Context: an optimization exercise on an open-source flow, tuned for small area and a short achievable clock period. The choices shown serve that exercise and are no tape-out recipe. In this exercise RTL edits were held to simulation tests only and were not proved equivalent to the original. Power figures rest on the tool's default switching activity, not on a simulated workload.

==> job 8949 <==
==> flow/design.v <==
package dma_csr_queue_pkg;
    localparam logic [2:0] R_CTRL     = 3'd0;
    localparam logic [2:0] R_ADDR     = 3'd1;
    localparam logic [2:0] R_LEN      = 3'd2;
    localparam logic [2:0] R_PUSH     = 3'd3;
    localparam logic [2:0] R_STATUS   = 3'd4;
    localparam logic [2:0] R_EVENTS   = 3'd5;
    localparam logic [2:0] R_DONE_CNT = 3'd6;
endpackage
module desc_fifo (
    input  logic        clk,
    input  logic        rstn,
    input  logic        clr,
    input  logic        wr_vld,    
    input  logic [95:0] wr_dat,
    input  logic        rd_rdy,    
    output logic [95:0] rd_dat,
    output logic [2:0]  count,
    output logic        empty,
    output logic        full,
    output logic        do_rd
);
    logic [95:0] mem [4];
    logic [1:0]  rd_ptr;
    logic [1:0]  wr_ptr;
    logic        do_wr;
    assign empty  = (count == 3'd0);
    assign full   = count[2];
    assign do_rd  = rd_rdy && !empty && !clr;
    assign do_wr  = wr_vld && (!full || do_rd) && !clr;
    assign wr_ptr = rd_ptr + count[1:0];
    assign rd_dat = mem[rd_ptr];
    always_ff @(posedge clk) begin
        for (int i = 0; i < 4; i++)
            if (do_wr && wr_ptr == 2'(i)) mem[i] <= wr_dat;
    end
    always_ff @(posedge clk) begin
        if (!rstn || clr) begin
            rd_ptr <= '0;
            count  <= '0;
        end else begin
            rd_ptr <= rd_ptr + 2'(do_rd);
            count  <= count + 3'(do_wr) - 3'(do_rd);
        end
    end
endmodule
module dma_csr_queue (
    input  logic               clk,
    input  logic               rstn,
    input  logic [63:0]        addr,
    input  logic [63:0]        wdata,
    input  logic               we,
    output logic [63:0]        rdata,
    output logic [3:0]         ch_start,
    output logic [3:0][63:0]   ch_addr,
    output logic [3:0][31:0]   ch_len,
    input  logic [3:0]         ch_busy,
    input  logic [3:0]         ch_done,
    input  logic [3:0]         ch_err,
    output logic               irq
);
    logic        hit;
    logic        in_ch;
    logic        irq_hit;
    logic [1:0]  cs;
    logic [2:0]  rs;
    logic [63:0] wd_m;        
    logic [3:0]  irq_src;
    logic [63:0] ch_rdata [4];
    assign hit     = (addr[63:12] == 52'h4_0000);
    assign in_ch   = hit && (addr[11:8] == 4'h0) && (addr[2:0] == 3'b000);
    assign irq_hit = hit && (addr[11:0] == 12'hF00);
    assign cs      = addr[7:6];
    assign rs      = addr[5:3];
    assign wd_m    = wdata & {64{rstn}};
    for (genvar g = 0; g < 4; g++) begin : g_ch
        logic        wsel;
        logic        w_ctrl, w_addr, w_len, w_push, w_ev;
        logic        en_q, irq_en_q, flush_q;
        logic [63:0] stg_addr_q;
        logic [31:0] stg_len_q;
        logic [2:0]  ev_q;
        logic [2:0]  ev_set;
        logic [2:0]  ev_clr;
        logic [31:0] done_cnt_q;
        logic [63:0] addr_q;
        logic [31:0] len_q;
        logic        issue_q, run_q, idle;
        logic        pop_req, pop, nz;
        logic        run_done, run_err, inc, ovf;
        logic [95:0] head;
        logic [2:0]  fifo_cnt;
        logic        fifo_empty, fifo_full;
        assign wsel   = in_ch && we && (cs == 2'(g));
        assign w_ctrl = wsel && (rs == dma_csr_queue_pkg::R_CTRL);
        assign w_addr = wsel && (rs == dma_csr_queue_pkg::R_ADDR);
        assign w_len  = wsel && (rs == dma_csr_queue_pkg::R_LEN);
        assign w_push = wsel && (rs == dma_csr_queue_pkg::R_PUSH);
        assign w_ev   = wsel && (rs == dma_csr_queue_pkg::R_EVENTS);
        assign idle    = !issue_q && !run_q;
        assign pop_req = idle && en_q;
        desc_fifo u_fifo (
            .clk    (clk),
            .rstn   (rstn),
            .clr    (flush_q),
            .wr_vld (w_push),
            .wr_dat ({stg_addr_q, stg_len_q}),
            .rd_rdy (pop_req),
            .rd_dat (head),
            .count  (fifo_cnt),
            .empty  (fifo_empty),
            .full   (fifo_full),
            .do_rd  (pop)
        );
        assign nz       = |head[31:0];
        assign run_done = run_q && ch_done[g];
        assign run_err  = run_q && !ch_done[g] && ch_err[g];
        assign inc      = run_done || (pop && !nz);
        assign ovf      = w_push && fifo_full && !pop && !flush_q;
        assign ev_set   = {run_err, ovf, inc};
        assign ev_clr   = w_ev ? wdata[2:0] : 3'b000;
        always_ff @(posedge clk) begin
            if (w_ctrl || !rstn) begin
                en_q     <= wd_m[0];
                irq_en_q <= wd_m[1];
            end
            if (w_addr || !rstn) stg_addr_q <= wd_m;
            if (w_len || !rstn)  stg_len_q  <= wd_m[31:0];
            if (idle) begin
                addr_q <= head[95:32];
                len_q  <= head[31:0];
            end
            flush_q    <= rstn && w_ctrl && wdata[2];
            issue_q    <= rstn && ((pop && nz) || (issue_q && !ch_busy[g]));
            run_q      <= rstn && ((issue_q && ch_busy[g]) || (run_q && !ch_done[g] && !ch_err[g]));
            ev_q       <= {3{rstn}} & ((ev_q & ~ev_clr) | ev_set);
            done_cnt_q <= {32{rstn}} & (done_cnt_q + 32'(inc));
        end
        assign ch_start[g] = issue_q;
        assign ch_addr[g]  = addr_q;
        assign ch_len[g]   = len_q;
        assign irq_src[g]  = irq_en_q && (|ev_q);
        always_comb begin
            ch_rdata[g] = '0;
            case (rs)
                dma_csr_queue_pkg::R_CTRL:     ch_rdata[g][1:0] = {irq_en_q, en_q};
                dma_csr_queue_pkg::R_ADDR:     ch_rdata[g] = stg_addr_q;
                dma_csr_queue_pkg::R_LEN:      ch_rdata[g][31:0] = stg_len_q;
                dma_csr_queue_pkg::R_STATUS:   ch_rdata[g][10:0] = {fifo_cnt, 5'b0, fifo_full, fifo_empty, !idle};
                dma_csr_queue_pkg::R_EVENTS:   ch_rdata[g][2:0] = ev_q;
                dma_csr_queue_pkg::R_DONE_CNT: ch_rdata[g][31:0] = done_cnt_q;
                default:                       ch_rdata[g] = '0;
            endcase
        end
    end
    assign rdata = ({64{in_ch}} & ch_rdata[cs]) | ({64{irq_hit}} & {60'b0, irq_src});
    always_ff @(posedge clk) begin
        irq <= rstn && (|irq_src);
    end
endmodule
==> flow/flow/run.sh <==
#!/bin/bash
# Standard ORFS layout; the only change is the cell used for the port buffers
# (buf_1, which the resizer may upsize, instead of the default delay-cell buffer).
set -euo pipefail
bash standard.sh BUFFER_PORTS_ARGS="-buffer_cell sky130_fd_sc_hd__buf_1" finish > standard_flow.log 2>&1
==> flow/standard.sh <==
#!/bin/bash
# synth_recipe.tcl (not shown) runs the flow's synth.tcl, then flattens the netlist and writes it again
# the make line also repeats each setting of config.mk as NAME=value (left out here)
make -C /OpenROAD-flow-scripts/flow DESIGN_CONFIG=/design/flow/config.mk WORK_HOME=/design/flow/orfs CLKGATE_MAP_FILE= SYNTH_SCRIPT=/design/flow/synth_recipe.tcl "${@:-finish}"
==> flow/config.mk <==
export PLATFORM = sky130hd
export DESIGN_NAME = dma_csr_queue
export DESIGN_NICKNAME = dma_csr_queue
export VERILOG_FILES = /design/flow/design.v
export SDC_FILE = /design/flow/constraint.sdc
export NUM_CORES = 4
export LEC_CHECK = 0
export CAP_MARGIN = 20
export CORE_MARGIN = 2
export CORE_UTILIZATION = 55
export SETUP_SLACK_MARGIN = 3.2
export SLEW_MARGIN = 20
==> flow/constraint.sdc <==
create_clock -name core_clock -period 8.0 [get_ports {clk}]
set_input_delay 1.6000 -clock core_clock [delete_from_list [all_inputs] [get_ports {clk}]]
set_output_delay 1.6000 -clock core_clock [all_outputs]
set_load 0.01 [all_outputs]
==> inputs of job 6255, as changes to job 8949 <==
==> flow/run.sh (new file) <==
#!/bin/bash
# synth_recipe.tcl (not shown) runs the flow's synth.tcl, then flattens the netlist and writes it again
# the make line also repeats each setting of config.mk as NAME=value (left out here)
make -C /OpenROAD-flow-scripts/flow DESIGN_CONFIG=/design/flow/config.mk WORK_HOME=/design/flow/orfs CLKGATE_MAP_FILE= SYNTH_SCRIPT=/design/flow/synth_recipe.tcl finish
removed: flow/flow/run.sh
removed: flow/standard.sh
==> inputs of job 4431, as changes to job 8949 <==
--- a/flow/design.v
+++ b/flow/design.v
@@ -62,5 +62,4 @@
     logic        hit;
     logic        in_ch;
-    logic        irq_hit;
     logic [1:0]  cs;
     logic [2:0]  rs;
@@ -68,7 +67,11 @@
     logic [3:0]  irq_src;
     logic [63:0] ch_rdata [4];
-    assign hit     = (addr[63:12] == 52'h4_0000);
-    assign in_ch   = hit && (addr[11:8] == 4'h0) && (addr[2:0] == 3'b000);
-    assign irq_hit = hit && (addr[11:0] == 12'hF00);
+    logic        in_ch_lo;
+    logic        irq_lo;
+    logic [63:0] rd_pre;      
+    dma_csr_hit u_hit (.a(addr[63:12]), .hit(hit));
+    assign in_ch_lo = (addr[11:8] == 4'h0) && (addr[2:0] == 3'b000);
+    assign irq_lo   = (addr[11:0] == 12'hF00);
+    assign in_ch    = hit && in_ch_lo;
     assign cs      = addr[7:6];
     assign rs      = addr[5:3];
@@ -154,7 +157,21 @@
         end
     end
-    assign rdata = ({64{in_ch}} & ch_rdata[cs]) | ({64{irq_hit}} & {60'b0, irq_src});
+    assign rd_pre = ({64{in_ch_lo}} & ch_rdata[cs]) | ({64{irq_lo}} & {60'b0, irq_src});
+    dma_csr_gate u_gate (.d(rd_pre), .en(hit), .q(rdata));
     always_ff @(posedge clk) begin
         irq <= rstn && (|irq_src);
     end
 endmodule
+module dma_csr_hit (
+    input  logic [51:0] a,
+    output logic        hit
+);
+    assign hit = (a == 52'h4_0000);
+endmodule
+module dma_csr_gate (
+    input  logic [63:0] d,
+    input  logic        en,
+    output logic [63:0] q
+);
+    assign q = d & {64{en}};
+endmodule
Settings changed: CORE_UTILIZATION 55 to 65, CTS_BUF_LIST set to sky130_fd_sc_hd__clkbuf_4 sky130_fd_sc_hd__clkbuf_8, CTS_CLUSTER_DIAMETER set to 60, CTS_CLUSTER_SIZE set to 20, SETUP_SLACK_MARGIN 3.2 to 3.5, SYNTH_HIERARCHICAL set to 1.
==> comparison table <==
FF-to-FF setup slack: job 6255 3.41 ns; job 4431 3.69 ns; job 8949 3.39 ns
Cts repair resizes: job 6255 515; job 4431 351; job 8949 287
Result of the run: job 6255 timing/DRC/antenna clean; job 4431 timing/DRC/antenna clean; job 8949 timing/DRC/antenna clean
Standard cell area after detailed placement: job 6255 101900 µm²; job 4431 97910 µm²; job 8949 97850 µm²
Cells after DPL: job 6255 7226; job 4431 6945; job 8949 7205
Die X-Extent: job 6255 413.6 µm; job 4431 382.7 µm; job 8949 413.6 µm
Layout buffer count excluding clock buffers: job 6255 836; job 4431 864; job 8949 795
Number of buffers added for setup after CTS: job 6255 49; job 4431 87; job 8949 35
Combinational cell fraction of total power: job 6255 6.9%; job 4431 2.8%; job 8949 6.1%
Area growth, synth to finish: job 6255 21.15%; job 4431 12.77%; job 8949 17.41%
Worst path most repeated cell: job 6255 -; job 4431 buf_6; job 8949 nor4_4
Clock buffer and inverter area fraction after layout: job 6255 6.926%; job 4431 3.033%; job 8949 7.066%
Mean post-synth cell area: job 6255 20.46 µm²; job 4431 20.35 µm²; job 8949 20.46 µm²
Total met3 wirelength after detailed routing: job 6255 21.95 mm; job 4431 28.71 mm; job 8949 22.79 mm
Sequential group share of total power: job 6255 53.6%; job 4431 67.7%; job 8949 54.4%
Overall global routing resource usage: job 6255 32.17%; job 4431 34.96%; job 8949 30.72%

-- port drivers added, routing unchanged --
The flow's constraints put no driver on any port. The routed layouts listed below were extracted and timed again, unchanged, in two steps.
Step 1 sets driving cells, clkbuf_16 on the clock port and buf_2 on the other inputs (assumed; they add their load-dependent delay and slew).
Step 2, shift: input delay + t, output delay - t, t = (earliest + latest rising clock arrival at the registers) / 2. This alone moves slack from input paths to output paths.
Slacks: ideal ports / drivers / drivers and shift; pairs: ideal ports / drivers.
run	t, ns	setup WS [ns]	worst register clock-pin slew, ns
job 8949	0.947	2.709 / 2.605 / 2.497	0.07 / 0.07
job 6255	0.955	2.489 / 2.249 / 2.249	0.07 / 0.07
job 4431	1.012	2.857 / 2.598 / 2.423	0.12 / 0.12
After both steps every run listed still meets setup and hold. For job 4431, which loses most, drivers alone change the setup slack by -0.259 ns; drivers and shift together by -0.434 ns.
